This is an optimization exercise on Yosys and OpenROAD, whose aim is small area, a short achievable clock period and few clock cycles per item, not a production implementation.
The RTL of this run was laid out without a check of its function.
Power is estimated from default activity; no workload was simulated.

===== flow/flow/run.sh =====
#!/bin/bash
# The standard layout, with plain buffers (buf_1) on the ports instead of the default port
# buffer cell (the resizer still sizes them up where timing needs it), and timing repair
# aiming for 6.3 ns of setup slack.
set -euo pipefail
bash standard.sh "BUFFER_PORTS_ARGS=-buffer_cell sky130_fd_sc_hd__buf_1" SETUP_SLACK_MARGIN=6.3 finish > standard_make.log 2>&1

===== flow/standard.sh =====
#!/bin/bash
# synth_recipe.tcl (not shown) runs the flow's synth.tcl, then flattens the netlist and writes it again
# the make line also repeats each setting of config.mk as NAME=value (left out here)
make -C /OpenROAD-flow-scripts/flow DESIGN_CONFIG=/design/flow/config.mk WORK_HOME=/design/flow/orfs CLKGATE_MAP_FILE= SYNTH_SCRIPT=/design/flow/synth_recipe.tcl "${@:-finish}"

===== flow/constraint.sdc =====
create_clock -name core_clock -period 9.0 [get_ports {clk_i}]
set_input_delay 1.8000 -clock core_clock [delete_from_list [all_inputs] [get_ports {clk_i}]]
set_output_delay 1.8000 -clock core_clock [all_outputs]
set_load 0.01 [all_outputs]

===== flow/config.mk =====
export PLATFORM = sky130hd
export DESIGN_NAME = rgb565_to_bmp24_stream_writer
export DESIGN_NICKNAME = rgb565_to_bmp24_stream_writer
export VERILOG_FILES = /design/flow/design.v
export SDC_FILE = /design/flow/constraint.sdc
export NUM_CORES = 4
export LEC_CHECK = 0
export ABC_CLOCK_PERIOD_IN_PS = 2500
export CAP_MARGIN = 20
export CORE_MARGIN = 2
export CORE_UTILIZATION = 40
export CTS_BUF_LIST = sky130_fd_sc_hd__clkbuf_8
export SLEW_MARGIN = 20
export TNS_END_PERCENT = 0

===== flow/design.v =====
package r2b_pkg;
  localparam logic [5:0] K_HDR0   = 6'd10;
  localparam logic [5:0] K_M1LAST = 6'd11;
  localparam logic [5:0] K_M2INIT = 6'd15;
  localparam logic [5:0] K_M2LAST = 6'd27;
  localparam logic [5:0] K_RCINC  = 6'd1;
endpackage
import r2b_pkg::*;
module rgb565_to_bmp24_stream_writer (
  input  logic        clk_i,
  input  logic        rst_ni,
  input  logic        pix_valid_i,
  output logic        pix_ready_o,
  input  logic [15:0] pix_rgb565_i,
  output logic        out_valid_o,
  input  logic        out_ready_i,
  output logic [7:0]  out_byte_o,
  output logic        out_last_of_run_o,
  output logic        out_end_of_image_o,
  input  logic        cfg_we_i,
  input  logic [0:0]  cfg_idx_i,
  input  logic [12:0] cfg_data_i
);
  function automatic logic [7:0] scale5(logic [4:0] v);
    logic [2:0] u;
    if (v >= 5'd31)      u = 3'd7;
    else if (v >= 5'd27) u = 3'd6;
    else if (v >= 5'd23) u = 3'd5;
    else if (v >= 5'd18) u = 3'd4;
    else if (v >= 5'd14) u = 3'd3;
    else if (v >= 5'd9)  u = 3'd2;
    else if (v >= 5'd5)  u = 3'd1;
    else                 u = 3'd0;
    scale5 = {v, u};
  endfunction
  function automatic logic [7:0] scale6(logic [5:0] v);
    logic [1:0] t;
    if (v == 6'd63)      t = 2'd3;
    else if (v >= 6'd42) t = 2'd2;
    else if (v >= 6'd21) t = 2'd1;
    else                 t = 2'd0;
    scale6 = {v, t};
  endfunction
  function automatic logic [11:0] clamp_dim(logic [12:0] d);
    clamp_dim[11:1] = d[12] ? 11'd0 : d[11:1];
    clamp_dim[0]    = ~d[12] & (d[0] | (d[11:1] == 11'd0));
  endfunction
  logic [11:0] w_q, h_q;
  always_ff @(posedge clk_i or negedge rst_ni) begin
    if (!rst_ni) begin
      w_q <= 12'd320;
      h_q <= 12'd240;
    end else if (cfg_we_i) begin
      if (cfg_idx_i[0]) h_q <= clamp_dim(cfg_data_i);
      else              w_q <= clamp_dim(cfg_data_i);
    end
  end
  wire [12:0] w_full = {w_q == 12'd0, w_q};
  wire [12:0] h_full = {h_q == 12'd0, h_q};
  logic        pb_full_q;    
  logic        nrdy_q;       
  logic        pnew_q;       
  logic [2:0]  ph_q;         
  logic        hdr_q;        
  logic [5:0]  hidx_q;       
  logic        ov_q;         
  logic        sf_q;         
  logic [15:0] pb_q;
  logic [12:0] acc_q;             
  logic [11:0] lo_q;              
  logic        bw_q;              
  logic        qi_q;              
  logic [7:0]  byte_q, sbyte_q;
  logic        last_q, eoi_q, slast_q, seoi_q;
  wire [11:0] cc = lo_q;
  wire [11:0] rc = acc_q[11:0];
  logic re_q, fe_q;
  wire  first = fe_q;
  wire go       = ~sf_q;                     
  wire out_free = ~ov_q | out_ready_i;       
  wire k_ge10   = (hidx_q >= K_HDR0);
  wire sel_hdr = hdr_q & k_ge10;
  wire sel_pix = ~hdr_q & pb_full_q & ~(pnew_q & first);
  wire sel_any = sel_hdr | sel_pix;
  wire sel_g   = sel_pix & (ph_q == 3'd1);
  wire hfree   = hdr_q & ~k_ge10;
  wire hstep   = hfree | (go & sel_hdr);
  wire init1 = pnew_q & first;
  wire m1    = (hidx_q <= K_M1LAST);
  wire m2    = (hidx_q > K_M2INIT) && (hidx_q <= K_M2LAST);
  wire mstep = hstep & (m1 | m2);
  wire init2 = hstep & (hidx_q == K_M2INIT);
  wire hlast = hstep & (hidx_q == 6'd63);
  wire at9   = (hidx_q == K_M1LAST - 6'd2) | (hidx_q == K_M2LAST - 6'd2);
  wire at10  = (hidx_q == K_M1LAST - 6'd1) | (hidx_q == K_M2LAST - 6'd1);
  wire ws0   = ~lo_q[0];
  wire ws1   = ~lo_q[1];
  wire ws2   = at10 ? w_full[12] : ~lo_q[2];
  wire ws3   = at9 ? w_full[12] : (~lo_q[3] & ~at10);
  wire bw_n  = (~ws0 & (ws2 | bw_q)) | (ws2 & bw_q);
  wire qi_n  = ws1 ^ ws3 ^ bw_n;
  wire [13:0] msum = {1'b0, acc_q} + ({14{qi_q}} & {1'b0, h_full});
  wire cc_adv  = pnew_q & ~first;
  wire lo_load = init1 | init2 | hlast | (cc_adv & re_q);
  wire [11:0] inc_in  = hdr_q ? ~h_q : (re_q ? rc : cc);
  wire [11:0] inc_out = inc_in + 12'd1;
  always_ff @(posedge clk_i) begin
    if (init1 | init2) begin
      acc_q <= init1 ? 13'd13 : 13'd0;      
      bw_q  <= 1'b0;
      qi_q  <= w_full[0] ^ w_full[2];
    end else if (mstep) begin
      acc_q <= msum[13:1];
      bw_q  <= bw_n;
      qi_q  <= qi_n;
    end else if (hlast | (cc_adv & re_q)) begin
      acc_q <= {1'b0, inc_out};
    end
    if (lo_load)     lo_q <= ~w_q;
    else if (mstep)  lo_q <= {msum[0], lo_q[11:1]};
    else if (cc_adv) lo_q <= inc_out;
  end
  wire [24:0] prod = {acc_q, lo_q};
  function automatic logic [7:0] size_byte(logic [24:0] p, logic [1:0] k, logic lsb1);
    case (k)
      2'd0:    size_byte = {p[5:0], lsb1, 1'b0};
      2'd1:    size_byte = p[13:6];
      2'd2:    size_byte = p[21:14];
      default: size_byte = {6'd0, p[23:22]};
    endcase
  endfunction
  logic [7:0] hdr_byte;
  always_comb begin
    case (hidx_q)
      6'd10: hdr_byte = 8'h42;
      6'd11: hdr_byte = 8'h4D;
      6'd12, 6'd13, 6'd14, 6'd15: hdr_byte = size_byte(prod, hidx_q[1:0], 1'b1);
      6'd20: hdr_byte = 8'd54;
      6'd24: hdr_byte = 8'd40;
      6'd28: hdr_byte = w_full[7:0];
      6'd29: hdr_byte = {3'd0, w_full[12:8]};
      6'd32: hdr_byte = inc_out[7:0];
      6'd33: hdr_byte = {4'hF, inc_out[11:8]};
      6'd34, 6'd35: hdr_byte = 8'hFF;
      6'd36: hdr_byte = 8'd1;
      6'd38: hdr_byte = 8'd24;
      6'd44, 6'd45, 6'd46, 6'd47: hdr_byte = size_byte(prod, hidx_q[1:0], 1'b0);
      default: hdr_byte = 8'h00;
    endcase
  end
  wire [1:0] npad = w_q[1:0];                   
  function automatic logic run_last(logic [2:0] ph, logic re, logic [1:0] np);
    run_last = ((ph == 3'd2) & (~re | (np == 2'd0))) | (ph[2] & (ph[1:0] == 2'd1));
  endfunction
  wire       pb_free   = ~pb_full_q | (run_last(ph_q, re_q, npad) & go);
  wire       accept    = pix_valid_i & pb_free;
  wire       pb_full_d = pb_free ? pix_valid_i : pb_full_q;
  logic [2:0] ph_step;
  always_comb begin
    case (ph_q)
      3'd0:    ph_step = 3'd1;
      3'd1:    ph_step = 3'd2;
      3'd2:    ph_step = (re_q & (npad != 2'd0)) ? {1'b1, npad} : 3'd0;
      default: ph_step = (ph_q[1:0] == 2'd1) ? 3'd0 : ph_q - 3'd1;
    endcase
  end
  wire [2:0] ph_d      = (go & sel_pix) ? ph_step : ph_q;
  wire       re_d      = (go & sel_g) ? (cc == 12'hFFE) : re_q;
  wire       sf_d      = ~out_free & (sf_q | sel_any);
  always_ff @(posedge clk_i or negedge rst_ni) begin
    if (!rst_ni) begin
      fe_q       <= 1'b1;
      pb_full_q  <= 1'b0;
      nrdy_q     <= 1'b0;
      pnew_q     <= 1'b0;
      ph_q       <= 3'd0;
      hdr_q      <= 1'b0;
      ov_q       <= 1'b0;
      sf_q       <= 1'b0;
    end else begin
      pnew_q     <= accept;
      pb_full_q  <= pb_full_d;
      nrdy_q     <= pb_full_d & ~(run_last(ph_d, re_d, npad) & ~sf_d);
      ph_q       <= ph_d;
      if (go & sel_g) fe_q <= (cc == 12'hFFE) & (rc == 12'hFFF);
      if (init1)      hdr_q <= 1'b1;
      else if (hlast) hdr_q <= 1'b0;
      ov_q <= sf_q | (go & sel_any) | ~out_free;
      sf_q <= sf_d;
    end
  end
  always_ff @(posedge clk_i) begin
    if (init1)      hidx_q <= 6'd0;
    else if (hstep) hidx_q <= hidx_q + 6'd1;
  end
  always_ff @(posedge clk_i) begin
    if (pb_free) pb_q <= pix_rgb565_i;
    re_q <= re_d;
  end
  logic [7:0] byte_d;
  logic       last_d, eoi_d;
  wire [4:0]  s5_in = ph_q[1] ? pb_q[15:11] : pb_q[4:0];
  always_comb begin
    byte_d = 8'h00;
    last_d = run_last(ph_q, re_q, npad);
    eoi_d  = fe_q & run_last(ph_q, re_q, npad);
    if (hdr_q) begin
      byte_d = hdr_byte;
      last_d = 1'b0;
      eoi_d  = 1'b0;
    end else if (ph_q[2]) begin
      byte_d = 8'h00;
    end else if (ph_q[0]) begin
      byte_d = scale6(pb_q[10:5]);
    end else begin
      byte_d = scale5(s5_in);
    end
  end
  always_ff @(posedge clk_i) begin
    if (~sf_q) begin
      sbyte_q <= byte_d;
      slast_q <= last_d;
      seoi_q  <= eoi_d;
    end
    if (out_free) begin
      byte_q <= sf_q ? sbyte_q : byte_d;
      last_q <= sf_q ? slast_q : last_d;
      eoi_q  <= sf_q ? seoi_q  : eoi_d;
    end
  end
  assign pix_ready_o        = ~nrdy_q;
  assign out_valid_o        = ov_q;
  assign out_byte_o         = byte_q;
  assign out_last_of_run_o  = last_q;
  assign out_end_of_image_o = eoi_q;
endmodule

==> metrics.cfg <==
[sta]
rsz0062_at_grt = true
fin_crit_ns = 2.80
slew_violations = 0
finalWorstSetupSlack_ns = 6.20
relSlewSlack = 0.428
hold_viol_final = 0
setup_viol = 0
setup_tns_ns = 0
fin_crit_sh = 0.311
skew_ns = 0.0138
hold_ws_ns = 0.462
worst_pin_slew_ns = 0.858
fmax_mhz = 358

[worst_setup_path]
worstPathMaxFanout = 18
start_kind = register
crit_end = lo_q[11]$_DFFE_PP_
critPathKind = reg -> reg
cp.arrival_ns = 3.05
reg2reg_depth = 7
cp-end-kind = register
worstReg2RegStart = hidx_q[1]$_SDFFE_PP0P_
cp-startpoint = hidx_q[1]$_SDFFE_PP0P_
ff2ff_setup_slack_ns = 6.20
worstPathRequired_ns = 9.25
r2r-end = lo_q[11]$_DFFE_PP_

[drt]
wirelength_um = 21100
wl_per_cell_um = 21.7
ant_nets = 0
first_iter_violations = 596
drt_pass1_iterations = 7
viasPerCell = 6.10
vias = 5930
drcViolationCount = 0

[floorplan]
initial_core_util = 0.406
rows = 47
core-area_um2 = 16400
die_w_um = 133
fp.dieH_um = 133
io_pins = 47
die_area_um2 = 17700

[place]
placed_cell_area_um2 = 6930
io_buffers = 46
place_ws_ns = 5.52
dp_hpwl_um = 15100
place.gp.congestion = 0.977

[power_and_ir_drop]
internal_power_mw = 1.43
combPwrFrac = 0.496
power_density_nw_per_um2 = 350
power.switching_mw = 1.18
ir_worst_vdd_v = 0.000133
swShare = 0.451
power.clock.fraction = 0.135
leakage_nw = 2.75
p_seq_frac = 0.368

[yosys]
yosys_register_bits = 104
synth_cell_type_count = 80
synth_area_per_cell_um2 = 9.36
postSynth.asyncResetShare = 0.327
synth_edf_count = 52
synth_area_um2 = 6660
syn_nets = 771
seq_area_frac_synth = 0.418
synth_cells = 712
synth-warning-count = 1
synthFlopType = edfxtp_1

[clock_network]
cts_buffers = 9
clockBufferDepth = 2
clk_pin_slew_worst_paths_ns = 0.10
cts_hold_buf = 0
cts_tree = yes
htree_levels = 3
cts_root_buf = clkbuf_8
insertion_delay_ns = 0.39
cts.sinks = 104

[cells_and_area]
stdcell_area_um2 = 7450
antenna_cells = 0
area_growth_pct = 11.8
drive_gt1_frac = 0.122
num-fill-cells = 1572
final_nets = 806

[job]
drv_cap = 0

[worst_hold_path]
min_path_type = reg -> reg

[global_route]
grt_start_max_net_pins = 35
grt-ovfl-total = 0
grt_first_pass_wirelength_um = 32800
grt_pass1_vias = 5680
grt_util_all_layers = 0.243
antenna_found_initial = 0

[outcome]
outcome = timing/DRC/antenna clean

## repair_timing
action	in CTS	in global routing
pin swaps	4	0
setup buffers	14	0
gates resized for setup	36	3
gates cloned	3	0
setup endpoints to repair	81	79
## worst min-delay path by stage
stage                     from              end  cells after the start
2_1_floorplan  slast_q$_DFF_P_  slast_q$_DFF_P_                      1
3_3_place_gp   slast_q$_DFF_P_  slast_q$_DFF_P_                      1
3_5_place_dp   slast_q$_DFF_P_  slast_q$_DFF_P_                      1
4_1_cts        slast_q$_DFF_P_  slast_q$_DFF_P_                      1
5_1_grt        slast_q$_DFF_P_  slast_q$_DFF_P_                      1
6_report       slast_q$_DFF_P_  slast_q$_DFF_P_                      1
## power by group through the flow
stage	Clock (mW)	Combinational (mW)	Sequential [mW]
2_1_floorplan	0	0.941	0.835
3_3_place_gp	0	1.16	0.959
3_5_place_dp	0	1.18	0.958
4_1_cts	0.360	1.27	0.949
5_1_grt	0.377	1.41	0.974
6_report	0.353	1.29	0.961
## cells by family after synthesis
| family | count (synthesis) | synth area share |
|---|---|---|
| AOI/OAI and AO/OA | 194 | 0.195 |
| xor gates and xnor gates | 27 | 0.0355 |
| adders and majority gates | 25 | 0.0477 |
| buffers and inverters | 59 | 0.0393 |
| DFF | 104 | 0.418 |
| muxes | 31 | 0.0524 |
| and+or+nand+nor | 272 | 0.212 |
## synthesized netlist by cell type, types with 6 or more instances
cell type | n | area share
nor3_1 | 16 | 0.012
xnor2_1 | 13 | 0.017
a222oi_1 | 8 | 0.012
or2_2 | 7 | 0.0066
a211oi_1 | 8 | 0.0090
xor2_1 | 14 | 0.018
nand4_1 | 12 | 0.011
ha_1 | 23 | 0.043
nor2b_1 | 15 | 0.014
dfrtp_1 | 27 | 0.10
buf_2 | 11 | 0.0083
nand3_1 | 12 | 0.0090
a31oi_1 | 8 | 0.0075
a21oi_1 | 37 | 0.028
and2_1 | 14 | 0.013
edfxtp_1 | 52 | 0.23
o211ai_1 | 8 | 0.0090
nand2_1 | 77 | 0.043
mux2i_1 | 20 | 0.030
a2111oi_0 | 6 | 0.0079
o21ai_0 | 61 | 0.046
nand2b_1 | 25 | 0.023
o31ai_1 | 6 | 0.0068
inv_1 | 18 | 0.010
nor2_1 | 49 | 0.028
a21o_1 | 7 | 0.0079
dfxtp_1 | 18 | 0.054
nor4_1 | 10 | 0.0094
clkbuf_1 | 22 | 0.012
o21a_1 | 6 | 0.0068
dfstp_2 | 7 | 0.028
and3_1 | 6 | 0.0056
## through the flow
step,instances,power [mW],utilization
after floorplan,712,1.78,-
after global placement,939,2.12,0.422
after detailed placement,939,2.14,0.422
after CTS,972,2.58,0.453
after global routing,972,2.76,0.454
final,972,2.61,0.454
## layer usage
metal / share of wire / vias to the layer above / track usage
li1: - / 2722 / -
met3: 0.084 / 70 / 0.0395
met2: 0.45 / 271 / 0.377
met4: 0.041 / 0 / 0.100
met1: 0.43 / 2867 / 0.339
met5: 0 / - / 0
## layout by cell type (no fill, tap or decap), drive strengths merged, types with 14 or more instances in the layout
master / instances
xor2: 14
dfrtp: 27
nand2b: 25
nor2: 49
ha: 23
o21ai: 64
and2: 14
mux2i: 25
buf: 60
a21oi: 37
dfxtp: 18
nand2: 78
nor2b: 15
edfxtp: 52
nor3: 17
inv: 20
## layout make-up
type                       instances  area [µm²]  share of cell area
clock inverter                     7         119              0.0160
timing repair buffer              61         287              0.0385
inverter                          19        83.8              0.0113
sequential                       104        2790               0.375
clock buffer                       9         124              0.0166
tap                              220         275              0.0370
multi-input combinational        552        3770               0.506
## state kept, by name, summed over array words and instances, names as in the netlist
| register | cells |
|---|---|
| qi_q | 1 |
| hidx_q | 6 |
| pnew_q | 1 |
| hdr_q | 1 |
| eoi_q | 1 |
| acc_q | 13 |
| re_q | 1 |
| ph_q | 3 |
| pb_full_q | 1 |
| w_q | 12 |
| seoi_q | 1 |
| slast_q | 1 |
| last_q | 1 |
| nrdy_q | 1 |
| byte_q | 8 |
| fe_q | 1 |
| h_q | 12 |
| sf_q | 1 |
| lo_q | 12 |
| bw_q | 1 |
| pb_q | 16 |
| sbyte_q | 8 |
| ov_q | 1 |
## worst max-delay path: stages, from the launching register on
cell,delay (ns)
dfxtp_1,0.47
ha_2,0.44
o31a_1,0.30
a2111oi_4,0.14
or2_4,0.33
a311oi_4,0.49
mux2_4,0.34
a31oi_1,0.13

-- afterwards: timing with drivers on the ports --
In the flow no input, the clock included, has a driving cell. The finished layout below was timed again as built, in two steps.
Step 1: set_driving_cell puts a clkbuf_16 on clk_i and a buf_2 on each other input, an assumption about the parent block.
Step 2 also shifts input and output timing later by t, the mid clock arrival at the registers, as if the neighbouring blocks saw the same clock.
a / b / c = no drivers / after step 1 / after step 2; a / b = the first two.
t (ns): 0.422
setup slack, ns: 6.204 / 6.204 / 6.150
worst data-port slew with drivers (ns): 0.03
cell pins on the clock port's net: 1
After both steps setup and hold are still met in this run. The setup slack of this run moves by 0.000 ns with the drivers and by -0.054 ns with both steps.
